Context: an optimization exercise on an open-source flow, tuned for small area, a short achievable clock period and few clock cycles per item. The choices shown serve that exercise and are no tape-out recipe. Function was checked by simulation only, so behaviour that the tests miss may differ from the original. Power is estimated from default activity; no workload was simulated.

==> flow/design.v, too long to show whole: its modules and the start of the top module <==
// module playback_rate_trim_controller: 1203 lines
module playback_rate_trim_controller #(
  parameter int AVERAGE_LENGTH = 128
) (
  input  logic        clk,
  input  logic        rst,
  input  logic        in_valid,
  output logic        in_stall,
  input  logic [24:0] in_data,
  output logic        out_valid,
  input  logic        out_stall,
  output logic [34:0] out_data,
  input  logic        cfg_valid,
  output logic        cfg_ready,
  input  logic [1:0]  cfg_index,
  input  logic [15:0] cfg_data
);
  // ...
==> flow/run.sh <==
#!/bin/bash
# synth_recipe.tcl (not shown) runs the flow's synth.tcl, then flattens the netlist and writes it again
# the make line also repeats each setting of config.mk as NAME=value (left out here)
make -C /OpenROAD-flow-scripts/flow DESIGN_CONFIG=/design/flow/config.mk WORK_HOME=/design/flow/orfs CLKGATE_MAP_FILE= SYNTH_SCRIPT=/design/flow/synth_recipe.tcl finish
==> flow/config.mk <==
export PLATFORM = sky130hd
export DESIGN_NAME = playback_rate_trim_controller
export DESIGN_NICKNAME = playback_rate_trim_controller
export VERILOG_FILES = /design/flow/design.v
export SDC_FILE = /design/flow/constraint.sdc
export NUM_CORES = 4
export LEC_CHECK = 0
export ABC_CLOCK_PERIOD_IN_PS = 3000
export CAP_MARGIN = 20
export CORE_MARGIN = 2
export CORE_UTILIZATION = 40
export PLACE_DENSITY = 0.6
export SETUP_SLACK_MARGIN = 4.6
export SLEW_MARGIN = 20
==> flow/constraint.sdc <==
create_clock -name core_clock -period 8.0 [get_ports {clk}]
set_input_delay 1.6000 -clock core_clock [delete_from_list [all_inputs] [get_ports {clk}]]
set_output_delay 1.6000 -clock core_clock [all_outputs]
set_load 0.01 [all_outputs]
==> impl_metrics.json, run 1 <==
{
  "grt_usage_pct": 14.4,
  "critical_path.startpoint": "mr2_s10[4]",
  "post-route-worst-setup-slack_ns": 4.44,
  "remaining_antenna_violation_count_after_routing": 0,
  "outcome": "complete, no violations",
  "crit_path_frequent_cell": "fa_1",
  "cts_tree": "yes",
  "ios": 86,
  "yosys.cell_types.count": 84,
  "sequentialPower_uw": 16500,
  "finClkSkew_ns": 0.0751,
  "synth-compound-area-share_pct": 6.19,
  "seq_share_pct": 62.7,
  "post_route_cells_drive_above_1_share_pct": 12.4,
  "seq_area_frac_synth_pct": 72.6,
  "post_synth_most_frequent_cells": "2346 x edfxtp_1, 495 x ha_1, 378 x inv_1",
  "clk_latency_ns": 0.90,
  "worst_hold_path.endpoint": "hist[81][5]",
  "transition_time_at_the_pin_with_the_least_slew_margin_ns": 1.24,
  "num-clock-buffers": 347,
  "power_switching_uw": 10800,
  "sw_share_pct": 28.6,
  "cts-resized-gates": 191,
  "synth-seq-cells": 2520,
  "fin_cells": 10300,
  "h_tree_levels": 5,
  "multi_input_gates": 3256,
  "route.detailed.vias_per_inst": 4.99,
  "postSynthAreaPerCell_um2": 16.2,
  "worst_setup_path_end_kind": "register",
  "max_cap_violations": 0,
  "largest_register_ffs": 1778,
  "placement_stage_worst_setup_slack_ns": 3.34,
  "met3_wirelength_um": 9630
}
Testbench counts, summed over its fixed seeds: cycles 2,200, items 2,048.
==> run 2, diff against run 1 <==
==> flow/design.v (replaced) <==
module playback_rate_trim_controller #(
  parameter int AVERAGE_LENGTH = 128
) (
  input  logic        clk,
  input  logic        rst,
  input  logic        in_valid,
  output logic        in_stall,
  input  logic [24:0] in_data,
  output logic        out_valid,
  input  logic        out_stall,
  output logic [34:0] out_data,
  input  logic        cfg_valid,
  output logic        cfg_ready,
  input  logic [1:0]  cfg_index,
  input  logic [15:0] cfg_data
);
  localparam int HL = AVERAGE_LENGTH - 1;
  logic [6:0]  tgt;       
  logic [7:0]  tgt2;      
  logic [8:0]  tgt3;      
  logic [15:0] fpb;       
  logic [16:0] fpb2;      
  logic [17:0] fpb3;      
  logic [7:0]  fen1, fen2, fen3;   
  logic [15:0] gain;      
  logic [15:0] gain_hi;   
  logic [16:0] gain2;     
  logic [17:0] gain3;     
  logic [17:0] g3c;
  logic [8:0]  gh1, gh2, gh3;   
  logic [6:0]  cfg_t;
  logic [17:0] f3c;
  assign cfg_t = (cfg_data[6:0] == 7'd0) ? 7'd1 : cfg_data[6:0];
  assign fpb2  = {fpb, 1'b0};
  assign f3c   = {2'b0, fpb} + {1'b0, fpb, 1'b0};
  assign gain2 = {gain, 1'b0};
  assign g3c   = {2'b0, gain} + {1'b0, gain, 1'b0};
  always_comb begin
    gain_hi[15] = gain[15];
    for (int i = 14; i >= 0; i--) gain_hi[i] = gain_hi[i+1] | gain[i];
  end
  assign cfg_ready = 1'b1;
  always_ff @(posedge clk) begin
    if (rst) begin
      tgt  <= 7'd50;
      fpb  <= 16'd441;
      gain <= 16'd6554;
    end else if (cfg_valid) begin
      case (cfg_index)
        2'd0: tgt  <= cfg_t;
        2'd1: fpb  <= cfg_data;
        2'd2: gain <= cfg_data;
        default: begin
        end
      endcase
    end
  end
  always_ff @(posedge clk) begin
    tgt2 <= {tgt, 1'b0};
    tgt3 <= {2'b0, tgt} + {1'b0, tgt, 1'b0};
    fpb3 <= f3c;
    gain3 <= g3c;
    for (int j = 0; j < 9; j++) begin
      gh1[j] <= (18'(gain) >> (20 - 2 * j)) != 18'd0;
      gh2[j] <= (18'(gain2) >> (20 - 2 * j)) != 18'd0;
      gh3[j] <= (g3c >> (20 - 2 * j)) != 18'd0;
    end
    for (int s = 0; s < 8; s++) begin
      fen1[s] <= (fpb != 16'd0) && ((18'(fpb) >> (2 * s + 2)) == 18'd0);
      fen2[s] <= (fpb != 16'd0) && ((18'(fpb2) >> (2 * s + 2)) == 18'd0);
      fen3[s] <= (fpb != 16'd0) && ((f3c >> (2 * s + 2)) == 18'd0);
    end
  end
  logic       run;
  logic       in_take;
  logic [7:0]  occ_in;
  logic [15:0] dly_in;
  logic        st_in;
  assign in_take  = in_valid & run & ~rst;
  assign dly_in   = in_data[16:1];
  assign st_in    = in_data[0];
  assign occ_in   = in_data[24:17];
  logic        x_v;     
  logic [13:0] x_d;     
  logic        x_cl;    
  logic [0:0] v_s1;
  always_ff @(posedge clk) if (rst) v_s1 <= 1'b0; else if (run) v_s1 <= in_take;
  logic [0:0] st_s1;
  always_ff @(posedge clk) if (run) st_s1 <= st_in;
  logic [7:0] occ_s1;
  always_ff @(posedge clk) if (run) occ_s1 <= occ_in;
  logic [15:0] dr_s1;
  always_ff @(posedge clk) if (run) dr_s1 <= dly_in;
  logic [8:0] e_1;
  assign e_1 = {2'b0, tgt} - ((occ_s1[7] & |occ_s1[6:0]) ? 9'd128 : {1'b0, occ_s1});
  logic [1:0] rsh_2;
  assign rsh_2 = dr_s1[15:14];
  logic [2:0] t1_3;
  assign t1_3 = {1'b0, rsh_2} - {1'b0, fpb[1:0]};
  logic [0:0] n1_4;
  assign n1_4 = fen1[0] & ~t1_3[2];
  logic [2:0] t2_5;
  assign t2_5 = {1'b0, rsh_2} - {1'b0, fpb2[1:0]};
  logic [0:0] n2_6;
  assign n2_6 = fen2[0] & ~t2_5[2];
  logic [2:0] t3_7;
  assign t3_7 = {1'b0, rsh_2} - {1'b0, fpb3[1:0]};
  logic [0:0] n3_8;
  assign n3_8 = fen3[0] & ~t3_7[2];
  logic [1:0] rem_9;
  assign rem_9 = n3_8 ? t3_7[1:0] : n2_6 ? t2_5[1:0] : n1_4 ? t1_3[1:0] : rsh_2;
  logic [1:0] q1_10;
  assign q1_10 = {n2_6, n3_8 | (n1_4 & ~n2_6)};
  logic [13:0] dr_11;
  assign dr_11 = dr_s1[13:0];
  logic [3:0] rsh_12;
  assign rsh_12 = {rem_9, dr_11[13:12]};
  logic [4:0] t1_13;
  assign t1_13 = {1'b0, rsh_12} - {1'b0, fpb[3:0]};
  logic [0:0] n1_14;
  assign n1_14 = fen1[1] & ~t1_13[4];
  logic [4:0] t2_15;
  assign t2_15 = {1'b0, rsh_12} - {1'b0, fpb2[3:0]};
  logic [0:0] n2_16;
  assign n2_16 = fen2[1] & ~t2_15[4];
  logic [4:0] t3_17;
  assign t3_17 = {1'b0, rsh_12} - {1'b0, fpb3[3:0]};
  logic [0:0] n3_18;
  assign n3_18 = fen3[1] & ~t3_17[4];
  logic [3:0] rem_19;
  assign rem_19 = n3_18 ? t3_17[3:0] : n2_16 ? t2_15[3:0] : n1_14 ? t1_13[3:0] : rsh_12;
  logic [3:0] q1_20;
  assign q1_20 = {q1_10, {n2_16, n3_18 | (n1_14 & ~n2_16)}};
  logic [11:0] dr_21;
  assign dr_21 = dr_11[11:0];
  logic [0:0] v_s2;
  always_ff @(posedge clk) if (rst) v_s2 <= 1'b0; else if (run) v_s2 <= v_s1;
  logic [0:0] st_s2;
  always_ff @(posedge clk) if (run) st_s2 <= st_s1;
  logic [11:0] dr_s2;
  always_ff @(posedge clk) if (run) dr_s2 <= dr_21;
  logic [8:0] e_s2;
  always_ff @(posedge clk) if (run) e_s2 <= e_1;
  logic [3:0] rem_s2;
  always_ff @(posedge clk) if (run) rem_s2 <= rem_19;
  logic [3:0] q1_s2;
  always_ff @(posedge clk) if (run) q1_s2 <= q1_20;
  logic [5:0] rsh_22;
  assign rsh_22 = {rem_s2, dr_s2[11:10]};
  logic [6:0] t1_23;
  assign t1_23 = {1'b0, rsh_22} - {1'b0, fpb[5:0]};
  logic [0:0] n1_24;
  assign n1_24 = fen1[2] & ~t1_23[6];
  logic [6:0] t2_25;
  assign t2_25 = {1'b0, rsh_22} - {1'b0, fpb2[5:0]};
  logic [0:0] n2_26;
  assign n2_26 = fen2[2] & ~t2_25[6];
  logic [6:0] t3_27;
  assign t3_27 = {1'b0, rsh_22} - {1'b0, fpb3[5:0]};
  logic [0:0] n3_28;
  assign n3_28 = fen3[2] & ~t3_27[6];
  logic [5:0] rem_29;
  assign rem_29 = n3_28 ? t3_27[5:0] : n2_26 ? t2_25[5:0] : n1_24 ? t1_23[5:0] : rsh_22;
  logic [5:0] q1_30;
  assign q1_30 = {q1_s2, {n2_26, n3_28 | (n1_24 & ~n2_26)}};
  logic [9:0] dr_31;
  assign dr_31 = dr_s2[9:0];
  logic [0:0] v_s3;
  always_ff @(posedge clk) if (rst) v_s3 <= 1'b0; else if (run) v_s3 <= v_s2;
  logic [0:0] st_s3;
  always_ff @(posedge clk) if (run) st_s3 <= st_s2;
  logic [9:0] dr_s3;
  always_ff @(posedge clk) if (run) dr_s3 <= dr_31;
  logic [8:0] e_s3;
  always_ff @(posedge clk) if (run) e_s3 <= e_s2;
  logic [5:0] rem_s3;
  always_ff @(posedge clk) if (run) rem_s3 <= rem_29;
  logic [5:0] q1_s3;
  always_ff @(posedge clk) if (run) q1_s3 <= q1_30;
  logic [7:0] rsh_32;
  assign rsh_32 = {rem_s3, dr_s3[9:8]};
  logic [8:0] t1_33;
  assign t1_33 = {1'b0, rsh_32} - {1'b0, fpb[7:0]};
  logic [0:0] n1_34;
  assign n1_34 = fen1[3] & ~t1_33[8];
  logic [8:0] t2_35;
  assign t2_35 = {1'b0, rsh_32} - {1'b0, fpb2[7:0]};
  logic [0:0] n2_36;
  assign n2_36 = fen2[3] & ~t2_35[8];
  logic [8:0] t3_37;
  assign t3_37 = {1'b0, rsh_32} - {1'b0, fpb3[7:0]};
  logic [0:0] n3_38;
  assign n3_38 = fen3[3] & ~t3_37[8];
  logic [7:0] rem_39;
  assign rem_39 = n3_38 ? t3_37[7:0] : n2_36 ? t2_35[7:0] : n1_34 ? t1_33[7:0] : rsh_32;
  logic [7:0] q1_40;
  assign q1_40 = {q1_s3, {n2_36, n3_38 | (n1_34 & ~n2_36)}};
  logic [7:0] dr_41;
  assign dr_41 = dr_s3[7:0];
  logic [0:0] v_s4;
  always_ff @(posedge clk) if (rst) v_s4 <= 1'b0; else if (run) v_s4 <= v_s3;
  logic [0:0] st_s4;
  always_ff @(posedge clk) if (run) st_s4 <= st_s3;
  logic [7:0] dr_s4;
  always_ff @(posedge clk) if (run) dr_s4 <= dr_41;
  logic [8:0] e_s4;
  always_ff @(posedge clk) if (run) e_s4 <= e_s3;
  logic [7:0] rem_s4;
  always_ff @(posedge clk) if (run) rem_s4 <= rem_39;
  logic [7:0] q1_s4;
  always_ff @(posedge clk) if (run) q1_s4 <= q1_40;
  logic [9:0] rsh_42;
  assign rsh_42 = {rem_s4, dr_s4[7:6]};
  logic [10:0] t1_43;
  assign t1_43 = {1'b0, rsh_42} - {1'b0, fpb[9:0]};
  logic [0:0] n1_44;
  assign n1_44 = fen1[4] & ~t1_43[10];
  logic [10:0] t2_45;
  assign t2_45 = {1'b0, rsh_42} - {1'b0, fpb2[9:0]};
  logic [0:0] n2_46;
  assign n2_46 = fen2[4] & ~t2_45[10];
  logic [10:0] t3_47;
  assign t3_47 = {1'b0, rsh_42} - {1'b0, fpb3[9:0]};
  logic [0:0] n3_48;
  assign n3_48 = fen3[4] & ~t3_47[10];
  logic [9:0] rem_49;
  assign rem_49 = n3_48 ? t3_47[9:0] : n2_46 ? t2_45[9:0] : n1_44 ? t1_43[9:0] : rsh_42;
  logic [9:0] q1_50;
  assign q1_50 = {q1_s4, {n2_46, n3_48 | (n1_44 & ~n2_46)}};
  logic [5:0] dr_51;
  assign dr_51 = dr_s4[5:0];
  logic [0:0] v_s5;
  always_ff @(posedge clk) if (rst) v_s5 <= 1'b0; else if (run) v_s5 <= v_s4;
  logic [0:0] st_s5;
  always_ff @(posedge clk) if (run) st_s5 <= st_s4;
  logic [5:0] dr_s5;
  always_ff @(posedge clk) if (run) dr_s5 <= dr_51;
  logic [8:0] e_s5;
  always_ff @(posedge clk) if (run) e_s5 <= e_s4;
  logic [9:0] rem_s5;
  always_ff @(posedge clk) if (run) rem_s5 <= rem_49;
  logic [9:0] q1_s5;
  always_ff @(posedge clk) if (run) q1_s5 <= q1_50;
  logic [11:0] rsh_52;
  assign rsh_52 = {rem_s5, dr_s5[5:4]};
  logic [12:0] t1_53;
  assign t1_53 = {1'b0, rsh_52} - {1'b0, fpb[11:0]};
  logic [0:0] n1_54;
  assign n1_54 = fen1[5] & ~t1_53[12];
  logic [12:0] t2_55;
  assign t2_55 = {1'b0, rsh_52} - {1'b0, fpb2[11:0]};
  logic [0:0] n2_56;
  assign n2_56 = fen2[5] & ~t2_55[12];
  logic [12:0] t3_57;
  assign t3_57 = {1'b0, rsh_52} - {1'b0, fpb3[11:0]};
  logic [0:0] n3_58;
  assign n3_58 = fen3[5] & ~t3_57[12];
  logic [11:0] rem_59;
  assign rem_59 = n3_58 ? t3_57[11:0] : n2_56 ? t2_55[11:0] : n1_54 ? t1_53[11:0] : rsh_52;
  logic [11:0] q1_60;
  assign q1_60 = {q1_s5, {n2_56, n3_58 | (n1_54 & ~n2_56)}};
  logic [3:0] dr_61;
  assign dr_61 = dr_s5[3:0];
  logic [0:0] v_s6;
  always_ff @(posedge clk) if (rst) v_s6 <= 1'b0; else if (run) v_s6 <= v_s5;
  logic [0:0] st_s6;
  always_ff @(posedge clk) if (run) st_s6 <= st_s5;
  logic [3:0] dr_s6;
  always_ff @(posedge clk) if (run) dr_s6 <= dr_61;
  logic [8:0] e_s6;
  always_ff @(posedge clk) if (run) e_s6 <= e_s5;
  logic [11:0] rem_s6;
  always_ff @(posedge clk) if (run) rem_s6 <= rem_59;
  logic [11:0] q1_s6;
  always_ff @(posedge clk) if (run) q1_s6 <= q1_60;
  logic [13:0] rsh_62;
  assign rsh_62 = {rem_s6, dr_s6[3:2]};
  logic [14:0] t1_63;
  assign t1_63 = {1'b0, rsh_62} - {1'b0, fpb[13:0]};
  logic [0:0] n1_64;
  assign n1_64 = fen1[6] & ~t1_63[14];
  logic [14:0] t2_65;
  assign t2_65 = {1'b0, rsh_62} - {1'b0, fpb2[13:0]};
  logic [0:0] n2_66;
  assign n2_66 = fen2[6] & ~t2_65[14];
  logic [14:0] t3_67;
  assign t3_67 = {1'b0, rsh_62} - {1'b0, fpb3[13:0]};
  logic [0:0] n3_68;
  assign n3_68 = fen3[6] & ~t3_67[14];
  logic [13:0] rem_69;
  assign rem_69 = n3_68 ? t3_67[13:0] : n2_66 ? t2_65[13:0] : n1_64 ? t1_63[13:0] : rsh_62;
  logic [13:0] q1_70;
  assign q1_70 = {q1_s6, {n2_66, n3_68 | (n1_64 & ~n2_66)}};
  logic [1:0] dr_71;
  assign dr_71 = dr_s6[1:0];
  logic [0:0] v_s7;
  always_ff @(posedge clk) if (rst) v_s7 <= 1'b0; else if (run) v_s7 <= v_s6;
  logic [0:0] st_s7;
  always_ff @(posedge clk) if (run) st_s7 <= st_s6;
  logic [1:0] dr_s7;
  always_ff @(posedge clk) if (run) dr_s7 <= dr_71;
  logic [8:0] e_s7;
  always_ff @(posedge clk) if (run) e_s7 <= e_s6;
  logic [13:0] rem_s7;
  always_ff @(posedge clk) if (run) rem_s7 <= rem_69;
  logic [13:0] q1_s7;
  always_ff @(posedge clk) if (run) q1_s7 <= q1_70;
  logic [15:0] rsh_72;
  assign rsh_72 = {rem_s7, dr_s7[1:0]};
  logic [16:0] t1_73;
  assign t1_73 = {1'b0, rsh_72} - {1'b0, fpb[15:0]};
  logic [0:0] n1_74;
  assign n1_74 = fen1[7] & ~t1_73[16];
  logic [16:0] t2_75;
  assign t2_75 = {1'b0, rsh_72} - {1'b0, fpb2[15:0]};
  logic [0:0] n2_76;
  assign n2_76 = fen2[7] & ~t2_75[16];
  logic [16:0] t3_77;
  assign t3_77 = {1'b0, rsh_72} - {1'b0, fpb3[15:0]};
  logic [0:0] n3_78;
  assign n3_78 = fen3[7] & ~t3_77[16];
  logic [15:0] q1_79;
  assign q1_79 = {q1_s7, {n2_76, n3_78 | (n1_74 & ~n2_76)}};
  logic [0:0] v_s8;
  always_ff @(posedge clk) if (rst) v_s8 <= 1'b0; else if (run) v_s8 <= v_s7;
  logic [0:0] st_s8;
  always_ff @(posedge clk) if (run) st_s8 <= st_s7;
  logic [8:0] e_s8;
  always_ff @(posedge clk) if (run) e_s8 <= e_s7;
  logic [15:0] q1_s8;
  always_ff @(posedge clk) if (run) q1_s8 <= q1_79;
  logic [17:0] xp_80;
  assign xp_80 = {2'b0, q1_s8} - {{9{e_s8[8]}}, e_s8};
  logic [17:0] xn_81;
  assign xn_81 = {{9{e_s8[8]}}, e_s8} - {2'b0, q1_s8};
  logic [0:0] above_82;
  assign above_82 = xn_81[17];
  logic [16:0] diff_83;
  assign diff_83 = st_s8 ? (xn_81[17] ? xp_80[16:0] : xn_81[16:0]) : 17'd0;
  logic [0:0] v_s9;
  always_ff @(posedge clk) if (rst) v_s9 <= 1'b0; else if (run) v_s9 <= v_s8;
  logic [0:0] above_s9;
  always_ff @(posedge clk) if (run) above_s9 <= above_82;
  logic [16:0] diff_s9;
  always_ff @(posedge clk) if (run) diff_s9 <= diff_83;
  wire pp_1 = ~diff_s9[1] & diff_s9[0];
  wire pp_2 = diff_s9[1] & ~diff_s9[0];
  wire pp_3 = diff_s9[1] & diff_s9[0];
  wire pp_4 = (pp_1 & gain[0]) | (pp_2 & gain2[0]) | (pp_3 & gain3[0]);
  wire pp_5 = (pp_1 & gain[1]) | (pp_2 & gain2[1]) | (pp_3 & gain3[1]);
  wire pp_6 = (pp_1 & gain[2]) | (pp_2 & gain2[2]) | (pp_3 & gain3[2]);
  wire pp_7 = (pp_1 & gain[3]) | (pp_2 & gain2[3]) | (pp_3 & gain3[3]);
  wire pp_8 = (pp_1 & gain[4]) | (pp_2 & gain2[4]) | (pp_3 & gain3[4]);
  wire pp_9 = (pp_1 & gain[5]) | (pp_2 & gain2[5]) | (pp_3 & gain3[5]);
  wire pp_10 = (pp_1 & gain[6]) | (pp_2 & gain2[6]) | (pp_3 & gain3[6]);
  wire pp_11 = (pp_1 & gain[7]) | (pp_2 & gain2[7]) | (pp_3 & gain3[7]);
  wire pp_12 = (pp_1 & gain[8]) | (pp_2 & gain2[8]) | (pp_3 & gain3[8]);
  wire pp_13 = (pp_1 & gain[9]) | (pp_2 & gain2[9]) | (pp_3 & gain3[9]);
  wire pp_14 = (pp_1 & gain[10]) | (pp_2 & gain2[10]) | (pp_3 & gain3[10]);
  wire pp_15 = (pp_1 & gain[11]) | (pp_2 & gain2[11]) | (pp_3 & gain3[11]);
  wire pp_16 = (pp_1 & gain[12]) | (pp_2 & gain2[12]) | (pp_3 & gain3[12]);
  wire pp_17 = (pp_1 & gain[13]) | (pp_2 & gain2[13]) | (pp_3 & gain3[13]);
  wire pp_18 = (pp_1 & gain[14]) | (pp_2 & gain2[14]) | (pp_3 & gain3[14]);
  wire pp_19 = (pp_1 & gain[15]) | (pp_2 & gain2[15]) | (pp_3 & gain3[15]);
  wire pp_20 = (pp_2 & gain2[16]) | (pp_3 & gain3[16]);
  wire pp_21 = (pp_3 & gain3[17]);
  wire pp_22 = ~diff_s9[3] & diff_s9[2];
  wire pp_23 = diff_s9[3] & ~diff_s9[2];
  wire pp_24 = diff_s9[3] & diff_s9[2];
  wire pp_25 = (pp_22 & gain[0]) | (pp_23 & gain2[0]) | (pp_24 & gain3[0]);
  wire pp_26 = (pp_22 & gain[1]) | (pp_23 & gain2[1]) | (pp_24 & gain3[1]);
  wire pp_27 = (pp_22 & gain[2]) | (pp_23 & gain2[2]) | (pp_24 & gain3[2]);
  wire pp_28 = (pp_22 & gain[3]) | (pp_23 & gain2[3]) | (pp_24 & gain3[3]);
  wire pp_29 = (pp_22 & gain[4]) | (pp_23 & gain2[4]) | (pp_24 & gain3[4]);
  wire pp_30 = (pp_22 & gain[5]) | (pp_23 & gain2[5]) | (pp_24 & gain3[5]);
  wire pp_31 = (pp_22 & gain[6]) | (pp_23 & gain2[6]) | (pp_24 & gain3[6]);
  wire pp_32 = (pp_22 & gain[7]) | (pp_23 & gain2[7]) | (pp_24 & gain3[7]);
  wire pp_33 = (pp_22 & gain[8]) | (pp_23 & gain2[8]) | (pp_24 & gain3[8]);
  wire pp_34 = (pp_22 & gain[9]) | (pp_23 & gain2[9]) | (pp_24 & gain3[9]);
  wire pp_35 = (pp_22 & gain[10]) | (pp_23 & gain2[10]) | (pp_24 & gain3[10]);
  wire pp_36 = (pp_22 & gain[11]) | (pp_23 & gain2[11]) | (pp_24 & gain3[11]);
  wire pp_37 = (pp_22 & gain[12]) | (pp_23 & gain2[12]) | (pp_24 & gain3[12]);
  wire pp_38 = (pp_22 & gain[13]) | (pp_23 & gain2[13]) | (pp_24 & gain3[13]);
  wire pp_39 = (pp_22 & gain[14]) | (pp_23 & gain2[14]) | (pp_24 & gain3[14]);
  wire pp_40 = (pp_22 & gain[15]) | (pp_23 & gain2[15]) | (pp_24 & gain3[15]);
  wire pp_41 = (pp_23 & gain2[16]) | (pp_24 & gain3[16]);
  wire pp_42 = (pp_24 & gain3[17]);
  wire pp_43 = ~diff_s9[5] & diff_s9[4];
  wire pp_44 = diff_s9[5] & ~diff_s9[4];
  wire pp_45 = diff_s9[5] & diff_s9[4];
  wire pp_46 = (pp_43 & gain[0]) | (pp_44 & gain2[0]) | (pp_45 & gain3[0]);
  wire pp_47 = (pp_43 & gain[1]) | (pp_44 & gain2[1]) | (pp_45 & gain3[1]);
  wire pp_48 = (pp_43 & gain[2]) | (pp_44 & gain2[2]) | (pp_45 & gain3[2]);
  wire pp_49 = (pp_43 & gain[3]) | (pp_44 & gain2[3]) | (pp_45 & gain3[3]);
  wire pp_50 = (pp_43 & gain[4]) | (pp_44 & gain2[4]) | (pp_45 & gain3[4]);
  wire pp_51 = (pp_43 & gain[5]) | (pp_44 & gain2[5]) | (pp_45 & gain3[5]);
  wire pp_52 = (pp_43 & gain[6]) | (pp_44 & gain2[6]) | (pp_45 & gain3[6]);
  wire pp_53 = (pp_43 & gain[7]) | (pp_44 & gain2[7]) | (pp_45 & gain3[7]);
  wire pp_54 = (pp_43 & gain[8]) | (pp_44 & gain2[8]) | (pp_45 & gain3[8]);
  wire pp_55 = (pp_43 & gain[9]) | (pp_44 & gain2[9]) | (pp_45 & gain3[9]);
  wire pp_56 = (pp_43 & gain[10]) | (pp_44 & gain2[10]) | (pp_45 & gain3[10]);
  wire pp_57 = (pp_43 & gain[11]) | (pp_44 & gain2[11]) | (pp_45 & gain3[11]);
  wire pp_58 = (pp_43 & gain[12]) | (pp_44 & gain2[12]) | (pp_45 & gain3[12]);
  wire pp_59 = (pp_43 & gain[13]) | (pp_44 & gain2[13]) | (pp_45 & gain3[13]);
  wire pp_60 = (pp_43 & gain[14]) | (pp_44 & gain2[14]) | (pp_45 & gain3[14]);
  wire pp_61 = (pp_43 & gain[15]) | (pp_44 & gain2[15]) | (pp_45 & gain3[15]);
  wire pp_62 = ~diff_s9[7] & diff_s9[6];
  wire pp_63 = diff_s9[7] & ~diff_s9[6];
  wire pp_64 = diff_s9[7] & diff_s9[6];
  wire pp_65 = (pp_62 & gain[0]) | (pp_63 & gain2[0]) | (pp_64 & gain3[0]);
  wire pp_66 = (pp_62 & gain[1]) | (pp_63 & gain2[1]) | (pp_64 & gain3[1]);
  wire pp_67 = (pp_62 & gain[2]) | (pp_63 & gain2[2]) | (pp_64 & gain3[2]);
  wire pp_68 = (pp_62 & gain[3]) | (pp_63 & gain2[3]) | (pp_64 & gain3[3]);
  wire pp_69 = (pp_62 & gain[4]) | (pp_63 & gain2[4]) | (pp_64 & gain3[4]);
  wire pp_70 = (pp_62 & gain[5]) | (pp_63 & gain2[5]) | (pp_64 & gain3[5]);
  wire pp_71 = (pp_62 & gain[6]) | (pp_63 & gain2[6]) | (pp_64 & gain3[6]);
  wire pp_72 = (pp_62 & gain[7]) | (pp_63 & gain2[7]) | (pp_64 & gain3[7]);
  wire pp_73 = (pp_62 & gain[8]) | (pp_63 & gain2[8]) | (pp_64 & gain3[8]);
  wire pp_74 = (pp_62 & gain[9]) | (pp_63 & gain2[9]) | (pp_64 & gain3[9]);
  wire pp_75 = (pp_62 & gain[10]) | (pp_63 & gain2[10]) | (pp_64 & gain3[10]);
  wire pp_76 = (pp_62 & gain[11]) | (pp_63 & gain2[11]) | (pp_64 & gain3[11]);
  wire pp_77 = (pp_62 & gain[12]) | (pp_63 & gain2[12]) | (pp_64 & gain3[12]);
  wire pp_78 = (pp_62 & gain[13]) | (pp_63 & gain2[13]) | (pp_64 & gain3[13]);
  wire pp_79 = ~diff_s9[9] & diff_s9[8];
  wire pp_80 = diff_s9[9] & ~diff_s9[8];
  wire pp_81 = diff_s9[9] & diff_s9[8];
  wire pp_82 = (pp_79 & gain[0]) | (pp_80 & gain2[0]) | (pp_81 & gain3[0]);
  wire pp_83 = (pp_79 & gain[1]) | (pp_80 & gain2[1]) | (pp_81 & gain3[1]);
  wire pp_84 = (pp_79 & gain[2]) | (pp_80 & gain2[2]) | (pp_81 & gain3[2]);
  wire pp_85 = (pp_79 & gain[3]) | (pp_80 & gain2[3]) | (pp_81 & gain3[3]);
  wire pp_86 = (pp_79 & gain[4]) | (pp_80 & gain2[4]) | (pp_81 & gain3[4]);
  wire pp_87 = (pp_79 & gain[5]) | (pp_80 & gain2[5]) | (pp_81 & gain3[5]);
  wire pp_88 = (pp_79 & gain[6]) | (pp_80 & gain2[6]) | (pp_81 & gain3[6]);
  wire pp_89 = (pp_79 & gain[7]) | (pp_80 & gain2[7]) | (pp_81 & gain3[7]);
  wire pp_90 = (pp_79 & gain[8]) | (pp_80 & gain2[8]) | (pp_81 & gain3[8]);
  wire pp_91 = (pp_79 & gain[9]) | (pp_80 & gain2[9]) | (pp_81 & gain3[9]);
  wire pp_92 = (pp_79 & gain[10]) | (pp_80 & gain2[10]) | (pp_81 & gain3[10]);
  wire pp_93 = (pp_79 & gain[11]) | (pp_80 & gain2[11]) | (pp_81 & gain3[11]);
  wire pp_94 = ~diff_s9[11] & diff_s9[10];
  wire pp_95 = diff_s9[11] & ~diff_s9[10];
  wire pp_96 = diff_s9[11] & diff_s9[10];
  wire pp_97 = (pp_94 & gain[0]) | (pp_95 & gain2[0]) | (pp_96 & gain3[0]);
  wire pp_98 = (pp_94 & gain[1]) | (pp_95 & gain2[1]) | (pp_96 & gain3[1]);
  wire pp_99 = (pp_94 & gain[2]) | (pp_95 & gain2[2]) | (pp_96 & gain3[2]);
  wire pp_100 = (pp_94 & gain[3]) | (pp_95 & gain2[3]) | (pp_96 & gain3[3]);
  wire pp_101 = (pp_94 & gain[4]) | (pp_95 & gain2[4]) | (pp_96 & gain3[4]);
  wire pp_102 = (pp_94 & gain[5]) | (pp_95 & gain2[5]) | (pp_96 & gain3[5]);
  wire pp_103 = (pp_94 & gain[6]) | (pp_95 & gain2[6]) | (pp_96 & gain3[6]);
  wire pp_104 = (pp_94 & gain[7]) | (pp_95 & gain2[7]) | (pp_96 & gain3[7]);
  wire pp_105 = (pp_94 & gain[8]) | (pp_95 & gain2[8]) | (pp_96 & gain3[8]);
  wire pp_106 = (pp_94 & gain[9]) | (pp_95 & gain2[9]) | (pp_96 & gain3[9]);
  wire pp_107 = ~diff_s9[13] & diff_s9[12];
  wire pp_108 = diff_s9[13] & ~diff_s9[12];
  wire pp_109 = diff_s9[13] & diff_s9[12];
  wire pp_110 = (pp_107 & gain[0]) | (pp_108 & gain2[0]) | (pp_109 & gain3[0]);
  wire pp_111 = (pp_107 & gain[1]) | (pp_108 & gain2[1]) | (pp_109 & gain3[1]);
  wire pp_112 = (pp_107 & gain[2]) | (pp_108 & gain2[2]) | (pp_109 & gain3[2]);
  wire pp_113 = (pp_107 & gain[3]) | (pp_108 & gain2[3]) | (pp_109 & gain3[3]);
  wire pp_114 = (pp_107 & gain[4]) | (pp_108 & gain2[4]) | (pp_109 & gain3[4]);
  wire pp_115 = (pp_107 & gain[5]) | (pp_108 & gain2[5]) | (pp_109 & gain3[5]);
  wire pp_116 = (pp_107 & gain[6]) | (pp_108 & gain2[6]) | (pp_109 & gain3[6]);
  wire pp_117 = (pp_107 & gain[7]) | (pp_108 & gain2[7]) | (pp_109 & gain3[7]);
  wire pp_118 = ~diff_s9[15] & diff_s9[14];
  wire pp_119 = diff_s9[15] & ~diff_s9[14];
  wire pp_120 = diff_s9[15] & diff_s9[14];
  wire pp_121 = (pp_118 & gain[0]) | (pp_119 & gain2[0]) | (pp_120 & gain3[0]);
  wire pp_122 = (pp_118 & gain[1]) | (pp_119 & gain2[1]) | (pp_120 & gain3[1]);
  wire pp_123 = (pp_118 & gain[2]) | (pp_119 & gain2[2]) | (pp_120 & gain3[2]);
  wire pp_124 = (pp_118 & gain[3]) | (pp_119 & gain2[3]) | (pp_120 & gain3[3]);
  wire pp_125 = (pp_118 & gain[4]) | (pp_119 & gain2[4]) | (pp_120 & gain3[4]);
  wire pp_126 = (pp_118 & gain[5]) | (pp_119 & gain2[5]) | (pp_120 & gain3[5]);
  wire pp_127 = diff_s9[16] & gain[0];
  wire pp_128 = diff_s9[16] & gain[1];
  wire pp_129 = diff_s9[16] & gain[2];
  wire pp_130 = diff_s9[16] & gain[3];
  wire pp_131 = pp_16 ^ pp_35;
  wire pp_132 = pp_16 & pp_35;
  wire pp_133 = pp_17 ^ pp_36 ^ pp_55;
  wire pp_134 = (pp_17 & pp_36) | (pp_17 & pp_55) | (pp_36 & pp_55);
  wire pp_135 = pp_18 ^ pp_37 ^ pp_56;
  wire pp_136 = (pp_18 & pp_37) | (pp_18 & pp_56) | (pp_37 & pp_56);
  wire pp_137 = pp_73 ^ pp_88;
  wire pp_138 = pp_73 & pp_88;
  wire pp_139 = pp_19 ^ pp_38 ^ pp_57;
  wire pp_140 = (pp_19 & pp_38) | (pp_19 & pp_57) | (pp_38 & pp_57);
  wire pp_141 = pp_74 ^ pp_89 ^ pp_102;
  wire pp_142 = (pp_74 & pp_89) | (pp_74 & pp_102) | (pp_89 & pp_102);
  wire pp_143 = pp_20 ^ pp_39 ^ pp_58;
  wire pp_144 = (pp_20 & pp_39) | (pp_20 & pp_58) | (pp_39 & pp_58);
  wire pp_145 = pp_75 ^ pp_90 ^ pp_103;
  wire pp_146 = (pp_75 & pp_90) | (pp_75 & pp_103) | (pp_90 & pp_103);
  wire pp_147 = pp_114 ^ pp_123;
  wire pp_148 = pp_114 & pp_123;
  wire pp_149 = pp_21 ^ pp_40 ^ pp_59;
  wire pp_150 = (pp_21 & pp_40) | (pp_21 & pp_59) | (pp_40 & pp_59);
  wire pp_151 = pp_76 ^ pp_91 ^ pp_104;
  wire pp_152 = (pp_76 & pp_91) | (pp_76 & pp_104) | (pp_91 & pp_104);
  wire pp_153 = pp_115 ^ pp_124 ^ pp_128;
  wire pp_154 = (pp_115 & pp_124) | (pp_115 & pp_128) | (pp_124 & pp_128);
  wire pp_155 = pp_41 ^ pp_60 ^ pp_77;
  wire pp_156 = (pp_41 & pp_60) | (pp_41 & pp_77) | (pp_60 & pp_77);
  wire pp_157 = pp_92 ^ pp_105 ^ pp_116;
  wire pp_158 = (pp_92 & pp_105) | (pp_92 & pp_116) | (pp_105 & pp_116);
  wire pp_159 = pp_125 ^ pp_129;
  wire pp_160 = pp_125 & pp_129;
  wire pp_161 = pp_42 ^ pp_61 ^ pp_78;
  wire pp_162 = (pp_42 & pp_61) | (pp_42 & pp_78) | (pp_61 & pp_78);
  wire pp_163 = pp_93 ^ pp_106 ^ pp_117;
  wire pp_164 = (pp_93 & pp_106) | (pp_93 & pp_117) | (pp_106 & pp_117);
  wire pp_165 = pp_126 ^ pp_130;
  wire pp_166 = pp_126 & pp_130;
  wire pp_167 = pp_12 ^ pp_31;
  wire pp_168 = pp_12 & pp_31;
  wire pp_169 = pp_13 ^ pp_32 ^ pp_51;
  wire pp_170 = (pp_13 & pp_32) | (pp_13 & pp_51) | (pp_32 & pp_51);
  wire pp_171 = pp_14 ^ pp_33 ^ pp_52;
  wire pp_172 = (pp_14 & pp_33) | (pp_14 & pp_52) | (pp_33 & pp_52);
  wire pp_173 = pp_69 ^ pp_84;
  wire pp_174 = pp_69 & pp_84;
  wire pp_175 = pp_15 ^ pp_34 ^ pp_53;
  wire pp_176 = (pp_15 & pp_34) | (pp_15 & pp_53) | (pp_34 & pp_53);
  wire pp_177 = pp_70 ^ pp_85 ^ pp_98;
  wire pp_178 = (pp_70 & pp_85) | (pp_70 & pp_98) | (pp_85 & pp_98);
  wire pp_179 = pp_131 ^ pp_54 ^ pp_71;
  wire pp_180 = (pp_131 & pp_54) | (pp_131 & pp_71) | (pp_54 & pp_71);
  wire pp_181 = pp_86 ^ pp_99 ^ pp_110;
  wire pp_182 = (pp_86 & pp_99) | (pp_86 & pp_110) | (pp_99 & pp_110);
  wire pp_183 = pp_132 ^ pp_133 ^ pp_72;
  wire pp_184 = (pp_132 & pp_133) | (pp_132 & pp_72) | (pp_133 & pp_72);
  wire pp_185 = pp_87 ^ pp_100 ^ pp_111;
  wire pp_186 = (pp_87 & pp_100) | (pp_87 & pp_111) | (pp_100 & pp_111);
  wire pp_187 = pp_134 ^ pp_135 ^ pp_137;
  wire pp_188 = (pp_134 & pp_135) | (pp_134 & pp_137) | (pp_135 & pp_137);
  wire pp_189 = pp_101 ^ pp_112 ^ pp_121;
  wire pp_190 = (pp_101 & pp_112) | (pp_101 & pp_121) | (pp_112 & pp_121);
  wire pp_191 = pp_136 ^ pp_138 ^ pp_139;
  wire pp_192 = (pp_136 & pp_138) | (pp_136 & pp_139) | (pp_138 & pp_139);
  wire pp_193 = pp_141 ^ pp_113 ^ pp_122;
  wire pp_194 = (pp_141 & pp_113) | (pp_141 & pp_122) | (pp_113 & pp_122);
  wire pp_195 = pp_140 ^ pp_142 ^ pp_143;
  wire pp_196 = (pp_140 & pp_142) | (pp_140 & pp_143) | (pp_142 & pp_143);
  wire pp_197 = pp_145 ^ pp_147 ^ pp_127;
  wire pp_198 = (pp_145 & pp_147) | (pp_145 & pp_127) | (pp_147 & pp_127);
  wire pp_199 = pp_144 ^ pp_146 ^ pp_148;
  wire pp_200 = (pp_144 & pp_146) | (pp_144 & pp_148) | (pp_146 & pp_148);
  wire pp_201 = pp_149 ^ pp_151 ^ pp_153;
  wire pp_202 = (pp_149 & pp_151) | (pp_149 & pp_153) | (pp_151 & pp_153);
  wire pp_203 = pp_150 ^ pp_152 ^ pp_154;
  wire pp_204 = (pp_150 & pp_152) | (pp_150 & pp_154) | (pp_152 & pp_154);
  wire pp_205 = pp_155 ^ pp_157 ^ pp_159;
  wire pp_206 = (pp_155 & pp_157) | (pp_155 & pp_159) | (pp_157 & pp_159);
  wire pp_207 = pp_156 ^ pp_158 ^ pp_160;
  wire pp_208 = (pp_156 & pp_158) | (pp_156 & pp_160) | (pp_158 & pp_160);
  wire pp_209 = pp_161 ^ pp_163 ^ pp_165;
  wire pp_210 = (pp_161 & pp_163) | (pp_161 & pp_165) | (pp_163 & pp_165);
  wire pp_211 = pp_162 ^ pp_164;
  wire pp_212 = pp_162 & pp_164;
  wire pp_213 = pp_10 ^ pp_29;
  wire pp_214 = pp_10 & pp_29;
  wire pp_215 = pp_11 ^ pp_30 ^ pp_49;
  wire pp_216 = (pp_11 & pp_30) | (pp_11 & pp_49) | (pp_30 & pp_49);
  wire pp_217 = pp_167 ^ pp_50 ^ pp_67;
  wire pp_218 = (pp_167 & pp_50) | (pp_167 & pp_67) | (pp_50 & pp_67);
  wire pp_219 = pp_168 ^ pp_169 ^ pp_68;
  wire pp_220 = (pp_168 & pp_169) | (pp_168 & pp_68) | (pp_169 & pp_68);
  wire pp_221 = pp_170 ^ pp_171 ^ pp_173;
  wire pp_222 = (pp_170 & pp_171) | (pp_170 & pp_173) | (pp_171 & pp_173);
  wire pp_223 = pp_172 ^ pp_174 ^ pp_175;
  wire pp_224 = (pp_172 & pp_174) | (pp_172 & pp_175) | (pp_174 & pp_175);
  wire pp_225 = pp_176 ^ pp_178 ^ pp_179;
  wire pp_226 = (pp_176 & pp_178) | (pp_176 & pp_179) | (pp_178 & pp_179);
  wire pp_227 = pp_180 ^ pp_182 ^ pp_183;
  wire pp_228 = (pp_180 & pp_182) | (pp_180 & pp_183) | (pp_182 & pp_183);
  wire pp_229 = pp_184 ^ pp_186 ^ pp_187;
  wire pp_230 = (pp_184 & pp_186) | (pp_184 & pp_187) | (pp_186 & pp_187);
  wire pp_231 = pp_188 ^ pp_190 ^ pp_191;
  wire pp_232 = (pp_188 & pp_190) | (pp_188 & pp_191) | (pp_190 & pp_191);
  wire pp_233 = pp_192 ^ pp_194 ^ pp_195;
  wire pp_234 = (pp_192 & pp_194) | (pp_192 & pp_195) | (pp_194 & pp_195);
  wire pp_235 = pp_196 ^ pp_198 ^ pp_199;
  wire pp_236 = (pp_196 & pp_198) | (pp_196 & pp_199) | (pp_198 & pp_199);
  wire pp_237 = pp_200 ^ pp_202 ^ pp_203;
  wire pp_238 = (pp_200 & pp_202) | (pp_200 & pp_203) | (pp_202 & pp_203);
  wire pp_239 = pp_204 ^ pp_206 ^ pp_207;
  wire pp_240 = (pp_204 & pp_206) | (pp_204 & pp_207) | (pp_206 & pp_207);
  wire pp_241 = pp_208 ^ pp_210 ^ pp_211;
  wire pp_242 = (pp_208 & pp_210) | (pp_208 & pp_211) | (pp_210 & pp_211);
  wire pp_243 = pp_8 ^ pp_27;
  wire pp_244 = pp_8 & pp_27;
  wire pp_245 = pp_9 ^ pp_28 ^ pp_47;
  wire pp_246 = (pp_9 & pp_28) | (pp_9 & pp_47) | (pp_28 & pp_47);
  wire pp_247 = pp_213 ^ pp_48 ^ pp_65;
  wire pp_248 = (pp_213 & pp_48) | (pp_213 & pp_65) | (pp_48 & pp_65);
  wire pp_249 = pp_214 ^ pp_215 ^ pp_66;
  wire pp_250 = (pp_214 & pp_215) | (pp_214 & pp_66) | (pp_215 & pp_66);
  wire pp_251 = pp_216 ^ pp_217 ^ pp_82;
  wire pp_252 = (pp_216 & pp_217) | (pp_216 & pp_82) | (pp_217 & pp_82);
  wire pp_253 = pp_218 ^ pp_219 ^ pp_83;
  wire pp_254 = (pp_218 & pp_219) | (pp_218 & pp_83) | (pp_219 & pp_83);
  wire pp_255 = pp_220 ^ pp_221 ^ pp_97;
  wire pp_256 = (pp_220 & pp_221) | (pp_220 & pp_97) | (pp_221 & pp_97);
  wire pp_257 = pp_222 ^ pp_223 ^ pp_177;
  wire pp_258 = (pp_222 & pp_223) | (pp_222 & pp_177) | (pp_223 & pp_177);
  wire pp_259 = pp_224 ^ pp_225 ^ pp_181;
  wire pp_260 = (pp_224 & pp_225) | (pp_224 & pp_181) | (pp_225 & pp_181);
  wire pp_261 = pp_226 ^ pp_227 ^ pp_185;
  wire pp_262 = (pp_226 & pp_227) | (pp_226 & pp_185) | (pp_227 & pp_185);
  wire pp_263 = pp_228 ^ pp_229 ^ pp_189;
  wire pp_264 = (pp_228 & pp_229) | (pp_228 & pp_189) | (pp_229 & pp_189);
  wire pp_265 = pp_230 ^ pp_231 ^ pp_193;
  wire pp_266 = (pp_230 & pp_231) | (pp_230 & pp_193) | (pp_231 & pp_193);
  wire pp_267 = pp_232 ^ pp_233 ^ pp_197;
  wire pp_268 = (pp_232 & pp_233) | (pp_232 & pp_197) | (pp_233 & pp_197);
  wire pp_269 = pp_234 ^ pp_235 ^ pp_201;
  wire pp_270 = (pp_234 & pp_235) | (pp_234 & pp_201) | (pp_235 & pp_201);
  wire pp_271 = pp_236 ^ pp_237 ^ pp_205;
  wire pp_272 = (pp_236 & pp_237) | (pp_236 & pp_205) | (pp_237 & pp_205);
  wire pp_273 = pp_238 ^ pp_239 ^ pp_209;
  wire pp_274 = (pp_238 & pp_239) | (pp_238 & pp_209) | (pp_239 & pp_209);
  wire pp_275 = pp_240 ^ pp_241 ^ pp_166;
  wire pp_276 = (pp_240 & pp_241) | (pp_240 & pp_166) | (pp_241 & pp_166);
  wire pp_277 = pp_242 ^ pp_212;
  wire pp_278 = pp_242 & pp_212;
  logic [22:0] mr0_84;
  assign mr0_84 = {pp_278, pp_276, pp_274, pp_272, pp_270, pp_268, pp_266, pp_264, pp_262, pp_260, pp_258, pp_256, pp_254, pp_252, pp_250, pp_248, pp_246, pp_244, pp_243, pp_7, pp_6, pp_5, pp_4};
  logic [22:0] mr1_85;
  assign mr1_85 = {1'b0, pp_277, pp_275, pp_273, pp_271, pp_269, pp_267, pp_265, pp_263, pp_261, pp_259, pp_257, pp_255, pp_253, pp_251, pp_249, pp_247, pp_245, pp_46, pp_26, pp_25, 1'b0, 1'b0};
  logic [0:0] bighi_86;
  assign bighi_86 = (pp_1 & gh1[0]) | (pp_2 & gh2[0]) | (pp_3 & gh3[0]) | (pp_22 & gh1[1]) | (pp_23 & gh2[1]) | (pp_24 & gh3[1]) | (pp_43 & gh1[2]) | (pp_44 & gh2[2]) | (pp_45 & gh3[2]) | (pp_62 & gh1[3]) | (pp_63 & gh2[3]) | (pp_64 & gh3[3]) | (pp_79 & gh1[4]) | (pp_80 & gh2[4]) | (pp_81 & gh3[4]) | (pp_94 & gh1[5]) | (pp_95 & gh2[5]) | (pp_96 & gh3[5]) | (pp_107 & gh1[6]) | (pp_108 & gh2[6]) | (pp_109 & gh3[6]) | (pp_118 & gh1[7]) | (pp_119 & gh2[7]) | (pp_120 & gh3[7]) | (diff_s9[16] & gh1[8]);
  logic [0:0] v_s10;
  always_ff @(posedge clk) if (rst) v_s10 <= 1'b0; else if (run) v_s10 <= v_s9;
  logic [0:0] above_s10;
  always_ff @(posedge clk) if (run) above_s10 <= above_s9;
  logic [22:0] mr0_s10;
  always_ff @(posedge clk) if (run) mr0_s10 <= mr0_84;
  logic [22:0] mr1_s10;
  always_ff @(posedge clk) if (run) mr1_s10 <= mr1_85;
  logic [0:0] bighi_s10;
  always_ff @(posedge clk) if (run) bighi_s10 <= bighi_86;
  logic [23:0] p_87;
  assign p_87 = {1'b0, {mr0_s10[22], mr0_s10[21], mr0_s10[20], mr0_s10[19], mr0_s10[18], mr0_s10[17], mr0_s10[16], mr0_s10[15], mr0_s10[14], mr0_s10[13], mr0_s10[12], mr0_s10[11], mr0_s10[10], mr0_s10[9], mr0_s10[8], mr0_s10[7], mr0_s10[6], mr0_s10[5], mr0_s10[4], mr0_s10[3], mr0_s10[2], mr0_s10[1], mr0_s10[0]}} + {1'b0, {mr1_s10[22], mr1_s10[21], mr1_s10[20], mr1_s10[19], mr1_s10[18], mr1_s10[17], mr1_s10[16], mr1_s10[15], mr1_s10[14], mr1_s10[13], mr1_s10[12], mr1_s10[11], mr1_s10[10], mr1_s10[9], mr1_s10[8], mr1_s10[7], mr1_s10[6], mr1_s10[5], mr1_s10[4], mr1_s10[3], mr1_s10[2], mr1_s10[1], mr1_s10[0]}};
  logic [0:0] big_88;
  assign big_88 = bighi_s10 | (|p_87[23:20]);
  logic [19:0] pl_89;
  assign pl_89 = p_87[19:0];
  logic [6:0] r2_90;
  assign r2_90 = pl_89[19:13];
  logic [0:0] ovf_91;
  assign ovf_91 = r2_90 >= tgt;
  logic [12:0] pr_92;
  assign pr_92 = pl_89[12:0];
  logic [7:0] rsh_93;
  assign rsh_93 = {r2_90, pr_92[12]};
  logic [8:0] t1_94;
  assign t1_94 = {1'b0, rsh_93} - 9'(tgt);
  logic [0:0] n1_95;
  assign n1_95 = ~t1_94[8];
  logic [6:0] r2_96;
  assign r2_96 = n1_95 ? t1_94[6:0] : rsh_93[6:0];
  logic [11:0] pr_97;
  assign pr_97 = pr_92[11:0];
  logic [0:0] q2_98;
  assign q2_98 = n1_95;
  logic [0:0] v_s11;
  always_ff @(posedge clk) if (rst) v_s11 <= 1'b0; else if (run) v_s11 <= v_s10;
  logic [0:0] above_s11;
  always_ff @(posedge clk) if (run) above_s11 <= above_s10;
  logic [0:0] big_s11;
  always_ff @(posedge clk) if (run) big_s11 <= big_88;
  logic [6:0] r2_s11;
  always_ff @(posedge clk) if (run) r2_s11 <= r2_96;
  logic [0:0] ovf_s11;
  always_ff @(posedge clk) if (run) ovf_s11 <= ovf_91;
  logic [11:0] pr_s11;
  always_ff @(posedge clk) if (run) pr_s11 <= pr_97;
  logic [0:0] q2_s11;
  always_ff @(posedge clk) if (run) q2_s11 <= q2_98;
  logic [8:0] rsh_99;
  assign rsh_99 = {r2_s11, pr_s11[11:10]};
  logic [9:0] t1_100;
  assign t1_100 = {1'b0, rsh_99} - 10'(tgt);
  logic [0:0] n1_101;
  assign n1_101 = ~t1_100[9];
  logic [9:0] t2_102;
  assign t2_102 = {1'b0, rsh_99} - 10'(tgt2);
  logic [0:0] n2_103;
  assign n2_103 = ~t2_102[9];
  logic [9:0] t3_104;
  assign t3_104 = {1'b0, rsh_99} - 10'(tgt3);
  logic [0:0] n3_105;
  assign n3_105 = ~t3_104[9];
  logic [6:0] r2_106;
  assign r2_106 = n3_105 ? t3_104[6:0] : n2_103 ? t2_102[6:0] : n1_101 ? t1_100[6:0] : rsh_99[6:0];
  logic [9:0] pr_107;
  assign pr_107 = pr_s11[9:0];
  logic [2:0] q2_108;
  assign q2_108 = {q2_s11, {n2_103, n3_105 | (n1_101 & ~n2_103)}};
  logic [0:0] v_s12;
  always_ff @(posedge clk) if (rst) v_s12 <= 1'b0; else if (run) v_s12 <= v_s11;
  logic [0:0] above_s12;
  always_ff @(posedge clk) if (run) above_s12 <= above_s11;
  logic [0:0] big_s12;
  always_ff @(posedge clk) if (run) big_s12 <= big_s11;
  logic [6:0] r2_s12;
  always_ff @(posedge clk) if (run) r2_s12 <= r2_106;
  logic [0:0] ovf_s12;
  always_ff @(posedge clk) if (run) ovf_s12 <= ovf_s11;
  logic [9:0] pr_s12;
  always_ff @(posedge clk) if (run) pr_s12 <= pr_107;
  logic [2:0] q2_s12;
  always_ff @(posedge clk) if (run) q2_s12 <= q2_108;
  logic [8:0] rsh_109;
  assign rsh_109 = {r2_s12, pr_s12[9:8]};
  logic [9:0] t1_110;
  assign t1_110 = {1'b0, rsh_109} - 10'(tgt);
  logic [0:0] n1_111;
  assign n1_111 = ~t1_110[9];
  logic [9:0] t2_112;
  assign t2_112 = {1'b0, rsh_109} - 10'(tgt2);
  logic [0:0] n2_113;
  assign n2_113 = ~t2_112[9];
  logic [9:0] t3_114;
  assign t3_114 = {1'b0, rsh_109} - 10'(tgt3);
  logic [0:0] n3_115;
  assign n3_115 = ~t3_114[9];
  logic [6:0] r2_116;
  assign r2_116 = n3_115 ? t3_114[6:0] : n2_113 ? t2_112[6:0] : n1_111 ? t1_110[6:0] : rsh_109[6:0];
  logic [7:0] pr_117;
  assign pr_117 = pr_s12[7:0];
  logic [4:0] q2_118;
  assign q2_118 = {q2_s12, {n2_113, n3_115 | (n1_111 & ~n2_113)}};
  logic [0:0] v_s13;
  always_ff @(posedge clk) if (rst) v_s13 <= 1'b0; else if (run) v_s13 <= v_s12;
  logic [0:0] above_s13;
  always_ff @(posedge clk) if (run) above_s13 <= above_s12;
  logic [0:0] big_s13;
  always_ff @(posedge clk) if (run) big_s13 <= big_s12;
  logic [6:0] r2_s13;
  always_ff @(posedge clk) if (run) r2_s13 <= r2_116;
  logic [0:0] ovf_s13;
  always_ff @(posedge clk) if (run) ovf_s13 <= ovf_s12;
  logic [7:0] pr_s13;
  always_ff @(posedge clk) if (run) pr_s13 <= pr_117;
  logic [4:0] q2_s13;
  always_ff @(posedge clk) if (run) q2_s13 <= q2_118;
  logic [8:0] rsh_119;
  assign rsh_119 = {r2_s13, pr_s13[7:6]};
  logic [9:0] t1_120;
  assign t1_120 = {1'b0, rsh_119} - 10'(tgt);
  logic [0:0] n1_121;
  assign n1_121 = ~t1_120[9];
  logic [9:0] t2_122;
  assign t2_122 = {1'b0, rsh_119} - 10'(tgt2);
  logic [0:0] n2_123;
  assign n2_123 = ~t2_122[9];
  logic [9:0] t3_124;
  assign t3_124 = {1'b0, rsh_119} - 10'(tgt3);
  logic [0:0] n3_125;
  assign n3_125 = ~t3_124[9];
  logic [6:0] r2_126;
  assign r2_126 = n3_125 ? t3_124[6:0] : n2_123 ? t2_122[6:0] : n1_121 ? t1_120[6:0] : rsh_119[6:0];
  logic [5:0] pr_127;
  assign pr_127 = pr_s13[5:0];
  logic [6:0] q2_128;
  assign q2_128 = {q2_s13, {n2_123, n3_125 | (n1_121 & ~n2_123)}};
  logic [0:0] v_s14;
  always_ff @(posedge clk) if (rst) v_s14 <= 1'b0; else if (run) v_s14 <= v_s13;
  logic [0:0] above_s14;
  always_ff @(posedge clk) if (run) above_s14 <= above_s13;
  logic [0:0] big_s14;
  always_ff @(posedge clk) if (run) big_s14 <= big_s13;
  logic [6:0] r2_s14;
  always_ff @(posedge clk) if (run) r2_s14 <= r2_126;
  logic [0:0] ovf_s14;
  always_ff @(posedge clk) if (run) ovf_s14 <= ovf_s13;
  logic [5:0] pr_s14;
  always_ff @(posedge clk) if (run) pr_s14 <= pr_127;
  logic [6:0] q2_s14;
  always_ff @(posedge clk) if (run) q2_s14 <= q2_128;
  logic [8:0] rsh_129;
  assign rsh_129 = {r2_s14, pr_s14[5:4]};
  logic [9:0] t1_130;
  assign t1_130 = {1'b0, rsh_129} - 10'(tgt);
  logic [0:0] n1_131;
  assign n1_131 = ~t1_130[9];
  logic [9:0] t2_132;
  assign t2_132 = {1'b0, rsh_129} - 10'(tgt2);
  logic [0:0] n2_133;
  assign n2_133 = ~t2_132[9];
  logic [9:0] t3_134;
  assign t3_134 = {1'b0, rsh_129} - 10'(tgt3);
  logic [0:0] n3_135;
  assign n3_135 = ~t3_134[9];
  logic [6:0] r2_136;
  assign r2_136 = n3_135 ? t3_134[6:0] : n2_133 ? t2_132[6:0] : n1_131 ? t1_130[6:0] : rsh_129[6:0];
  logic [3:0] pr_137;
  assign pr_137 = pr_s14[3:0];
  logic [8:0] q2_138;
  assign q2_138 = {q2_s14, {n2_133, n3_135 | (n1_131 & ~n2_133)}};
  logic [0:0] v_s15;
  always_ff @(posedge clk) if (rst) v_s15 <= 1'b0; else if (run) v_s15 <= v_s14;
  logic [0:0] above_s15;
  always_ff @(posedge clk) if (run) above_s15 <= above_s14;
  logic [0:0] big_s15;
  always_ff @(posedge clk) if (run) big_s15 <= big_s14;
  logic [6:0] r2_s15;
  always_ff @(posedge clk) if (run) r2_s15 <= r2_136;
  logic [0:0] ovf_s15;
  always_ff @(posedge clk) if (run) ovf_s15 <= ovf_s14;
  logic [3:0] pr_s15;
  always_ff @(posedge clk) if (run) pr_s15 <= pr_137;
  logic [8:0] q2_s15;
  always_ff @(posedge clk) if (run) q2_s15 <= q2_138;
  logic [8:0] rsh_139;
  assign rsh_139 = {r2_s15, pr_s15[3:2]};
  logic [9:0] t1_140;
  assign t1_140 = {1'b0, rsh_139} - 10'(tgt);
  logic [0:0] n1_141;
  assign n1_141 = ~t1_140[9];
  logic [9:0] t2_142;
  assign t2_142 = {1'b0, rsh_139} - 10'(tgt2);
  logic [0:0] n2_143;
  assign n2_143 = ~t2_142[9];
  logic [9:0] t3_144;
  assign t3_144 = {1'b0, rsh_139} - 10'(tgt3);
  logic [0:0] n3_145;
  assign n3_145 = ~t3_144[9];
  logic [6:0] r2_146;
  assign r2_146 = n3_145 ? t3_144[6:0] : n2_143 ? t2_142[6:0] : n1_141 ? t1_140[6:0] : rsh_139[6:0];
  logic [1:0] pr_147;
  assign pr_147 = pr_s15[1:0];
  logic [10:0] q2_148;
  assign q2_148 = {q2_s15, {n2_143, n3_145 | (n1_141 & ~n2_143)}};
  logic [0:0] v_s16;
  always_ff @(posedge clk) if (rst) v_s16 <= 1'b0; else if (run) v_s16 <= v_s15;
  logic [0:0] above_s16;
  always_ff @(posedge clk) if (run) above_s16 <= above_s15;
  logic [0:0] big_s16;
  always_ff @(posedge clk) if (run) big_s16 <= big_s15;
  logic [6:0] r2_s16;
  always_ff @(posedge clk) if (run) r2_s16 <= r2_146;
  logic [0:0] ovf_s16;
  always_ff @(posedge clk) if (run) ovf_s16 <= ovf_s15;
  logic [1:0] pr_s16;
  always_ff @(posedge clk) if (run) pr_s16 <= pr_147;
  logic [10:0] q2_s16;
  always_ff @(posedge clk) if (run) q2_s16 <= q2_148;
  logic [8:0] rsh_149;
  assign rsh_149 = {r2_s16, pr_s16[1:0]};
  logic [9:0] t1_150;
  assign t1_150 = {1'b0, rsh_149} - 10'(tgt);
  logic [0:0] n1_151;
  assign n1_151 = ~t1_150[9];
  logic [9:0] t2_152;
  assign t2_152 = {1'b0, rsh_149} - 10'(tgt2);
  logic [0:0] n2_153;
  assign n2_153 = ~t2_152[9];
  logic [9:0] t3_154;
  assign t3_154 = {1'b0, rsh_149} - 10'(tgt3);
  logic [0:0] n3_155;
  assign n3_155 = ~t3_154[9];
  logic [12:0] q2_156;
  assign q2_156 = {q2_s16, {n2_153, n3_155 | (n1_151 & ~n2_153)}};
  logic [0:0] v_s17;
  always_ff @(posedge clk) if (rst) v_s17 <= 1'b0; else if (run) v_s17 <= v_s16;
  logic [0:0] above_s17;
  always_ff @(posedge clk) if (run) above_s17 <= above_s16;
  logic [0:0] big_s17;
  always_ff @(posedge clk) if (run) big_s17 <= big_s16;
  logic [0:0] ovf_s17;
  always_ff @(posedge clk) if (run) ovf_s17 <= ovf_s16;
  logic [12:0] q2_s17;
  always_ff @(posedge clk) if (run) q2_s17 <= q2_156;
  logic [0:0] cl_157;
  assign cl_157 = big_s17 | ovf_s17 | (q2_s17 > 13'd6554);
  logic [13:0] m_158;
  assign m_158 = cl_157 ? 14'd6554 : {1'b0, q2_s17};
  logic [13:0] dd_159;
  assign dd_159 = above_s17 ? (14'd0 - m_158) : m_158;
  logic [0:0] v_s18;
  always_ff @(posedge clk) if (rst) v_s18 <= 1'b0; else if (run) v_s18 <= v_s17;
  logic [0:0] cl_s18;
  always_ff @(posedge clk) if (run) cl_s18 <= cl_157;
  logic [13:0] dd_s18;
  always_ff @(posedge clk) if (run) dd_s18 <= dd_159;
  assign x_v  = v_s18;
  assign x_d  = dd_s18;
  assign x_cl = cl_s18;
  logic [13:0] hist [HL];
  logic [6:0]  fill;      
  logic [20:0] dsum;      
  logic [20:0] dsum_nx;
  logic        push;
  assign push    = x_v & run;
  assign dsum_nx = dsum + {{7{x_d[13]}}, x_d} - {{7{hist[HL-1][13]}}, hist[HL-1]};
  always_ff @(posedge clk) begin
    if (push) begin
      hist[0] <= x_d;
      for (int i = 1; i < HL - 1; i++) hist[i] <= hist[i-1];
    end
  end
  always_ff @(posedge clk) begin
    if (rst) begin
      fill       <= 7'd0;
      dsum       <= 21'd0;
      hist[HL-1] <= 14'd0;
    end else if (push) begin
      if (fill != 7'(HL - 1)) fill <= fill + 7'd1;
      hist[HL-1] <= (fill == 7'(HL - 1)) ? hist[HL-2] : 14'd0;
      dsum       <= dsum_nx;
    end
  end
  logic [28:0] x_res, k_res;
  logic [34:0] o_res;
  logic        o_v, k_v;
  logic        take;
  logic        stall_q;
  assign x_res = {dsum_nx[20:7], x_d, x_cl};
  assign take  = o_v & ~out_stall;
  logic [28:0] o_nx;
  assign o_nx = k_v ? k_res : x_res;
  always_ff @(posedge clk) begin
    if (rst) begin
      o_v     <= 1'b0;
      k_v     <= 1'b0;
      run     <= 1'b1;
      stall_q <= 1'b0;
    end else begin
      if (o_v && !take) begin
        if (!k_v) k_v <= push;
        run     <= ~(k_v | push);
        stall_q <= k_v | push;
      end else begin
        o_v     <= k_v | push;
        k_v     <= k_v & push;
        run     <= 1'b1;
        stall_q <= 1'b0;
      end
    end
  end
  always_ff @(posedge clk) begin
    if (o_v && !take) begin
      if (!k_v) k_res <= x_res;
    end else begin
      o_res <= {~o_nx[28], {2{o_nx[28]}}, o_nx[28:15], ~o_nx[14], {2{o_nx[14]}}, o_nx[14:1], o_nx[0]};
      k_res <= x_res;
    end
  end
  assign in_stall  = stall_q;
  assign out_valid = o_v;
  assign out_data  = o_res;
endmodule
==> flow/config.mk (replaced) <==
export PLATFORM = sky130hd
export DESIGN_NAME = playback_rate_trim_controller
export DESIGN_NICKNAME = playback_rate_trim_controller
export VERILOG_FILES = /design/flow/design.v
export SDC_FILE = /design/flow/constraint.sdc
export NUM_CORES = 4
export LEC_CHECK = 0
export ABC_CLOCK_PERIOD_IN_PS = 3000
export CAP_MARGIN = 20
export CORE_MARGIN = 2
export CORE_UTILIZATION = 60
export CTS_CLUSTER_DIAMETER = 100
export CTS_CLUSTER_SIZE = 30
export PLACE_DENSITY = 0.75
export SETUP_SLACK_MARGIN = 5.0
export SLEW_MARGIN = 20
==> run 2 against run 1 <==
  * Still clean
  * Register-to-register slack worse by 0.50 ns
  * Maximum frequency is 12% lower
  * Synthesized cell count is 1.4% higher
  * Power is 9.4% lower
  * Design area is 1.9% lower
  * Area after synthesis is 1.2% lower
==> impl_metrics.json, run 2 <==
{
  "outcome": "complete, no violations",
  "regToRegStartpoint": "mr0_s10[2]",
  "clk_latency_ns": 0.78,
  "grt_usage_pct": 22.3,
  "post_synth_most_frequent_cells": "2288 x edfxtp_1, 516 x ha_1, 406 x nand2_1",
  "post_synth_fa_ha_maj_area_fraction_pct": 8.93,
  "drt_first_pass_iters": 9,
  "cts_tree": "yes",
  "transition_time_at_the_pin_with_the_least_slew_margin_ns": 1.03,
  "finClkSkew_ns": 0.0425,
  "grt_pass1_wl_um": 293000,
  "yosys.cell_types.count": 94,
  "final_design_area_no_fill_um2": 116000,
  "timing.final.crit_period_ns": 4.05,
  "synthSimpleGateAreaFrac_pct": 5.08,
  "nNetsFinal": 7690,
  "yosys_warnings": 2,
  "hold_class": "reg2reg",
  "drc": 0,
  "fmax_mhz": 247,
  "fin_cells": 9276,
  "ff2ff_setup_slack_ns": 3.95,
  "core_area_um2": 167000,
  "multiInputGateArea_um2": 28600,
  "kind_of_launch_point_of_the_worst_setup_path": "register",
  "largest_register_ffs": 1778,
  "remaining_antenna_violation_count_after_routing": 0,
  "critPathCapture": "r2_s11[6]",
  "critical_path.startpoint": "mr0_s10[2]",
  "synth-seq-cells": 2511,
  "clock_sink_count": 2511,
  "max_cap_violations": 0,
  "post_route_cells_drive_above_1_share_pct": 20.9,
  "route.detailed.vias_per_inst": 5.71,
  "crit-reg2reg-capture": "r2_s11[6]",
  "die_y_um": 413,
  "seq_area_frac_synth_pct": 72.7,
  "h_tree_levels": 3,
  "fillerInstances": 10600,
  "ios": 86,
  "worst_hold_slack_ns": 0.404,
  "largest_family_of_logic_cells_by_synthesized_area": "adder cells",
  "postSynthAreaPerCell_um2": 15.8,
  "yosys.area.top_type_share_pct": 68.3,
  "worst_setup_path_end_kind": "register",
  "cts.path.max_buffers": 3,
  "cts_hold_buf": 0,
  "dr_total_vias": 53000,
  "synth-compound-area-share_pct": 7.30
}
## run 2: area by class of cell
cell class	instances	share of cell area [%]
Antenna cell	1	0.00216
Clock buffer	153	2.32
Clock inverter	17	0.277
Inverter	405	1.44
Multi-Input combinational cell	3308	24.7
Sequential cell	2511	63.3
Tap cell	2204	2.38
Timing Repair Buffer	674	5.54
Timing Repair inverter	3	0.0195
## run 2: through the flow
step           util (%)  setup slack [ns]
2_1_floorplan         -             -1.32
3_3_place_gp       62.4              3.15
3_5_place_dp       62.4              3.20
4_1_cts            67.6              3.97
5_1_grt            69.4              3.70
6_report           69.4              3.95
## run 2: cell families (layout without fill, tap and decap cells)
| kind of cell | count (synthesis) | in the layout |
|---|---|---|
| other | 1 | 2 |
| XOR/XNOR | 232 | 232 |
| adder cells (fa/ha/maj) | 642 | 642 |
| AND/OR/NAND/NOR | 1103 | 1104 |
| buffers and inverters | 548 | 1252 |
| AO/OA/AOI/OAI | 1151 | 1155 |
| flip-flops | 2511 | 2511 |
| multiplexers | 174 | 174 |
## run 2: worst min path at each step
stage / endpoint / slack [ns]
after floorplan: gain3[0] / 0.35
after global placement: q2_s17[8] / 0.40
after global routing: hist[73][5] / 0.42
after CTS: hist[72][9] / 0.41
after detailed placement: big_s13 / 0.40
final: hist[72][9] / 0.40
## run 2: timing repair
item                        CTS  global route
pin swaps                   214           230
cloned                       19             9
buffers inserted            375           140
setup endpoints to repair  1612          1223
resized for setup           836           494
## run 2: routing by layer
metal | track usage (%) | vias up | wire, um
met5 | 0 | - | 13
met4 | 6.97 | 2 | 7060
met2 | 35.5 | 1366 | 93900
li1 | - | 24800 | -
met3 | 2.90 | 379 | 9090
met1 | 32.3 | 26400 | 87900
## run 2: power breakdown
group / total (uW) / switching (uW) / internal (uW) / leakage [uW]
clock network: 6220 / 3750 / 2470 / 0.00143
registers: 16200 / 724 / 15500 / 0.0233
logic: 11800 / 6100 / 5690 / 0.0172
total: 34200 / 10600 / 23600 / 0.0420
## run 2: critical path, cell delays in order (launching register included)
cell and delay, ns:
edfxtp_1 0.39, ha_2 0.20, inv_2 0.06, fa_2 0.20, nand2b_4 0.13, a21oi_2 0.06
o31a_1 0.26, o21ai_1 0.16, nor2b_4 0.18, o21bai_1 0.07, a21oi_1 0.15, xor2_1 0.21
ha_2 0.23, fa_2 0.21, nor2b_2 0.04, o21ai_1 0.11, nand2b_1 0.09, a21o_1 0.18
a21o_1 0.19, a211oi_4 0.21, buf_6 0.16, mux2_2 0.33
Testbench counts of run 2, summed over its fixed seeds: cycles 2,200, items 2,048.

Check on run 2: ideal ports give 3.946 ns setup slack; a clkbuf_16 on the clock port and buf_2 on the inputs give 3.946 ns; moving port delays by the midpoint clock arrival (0.848 ns) as well gives 3.946 ns.
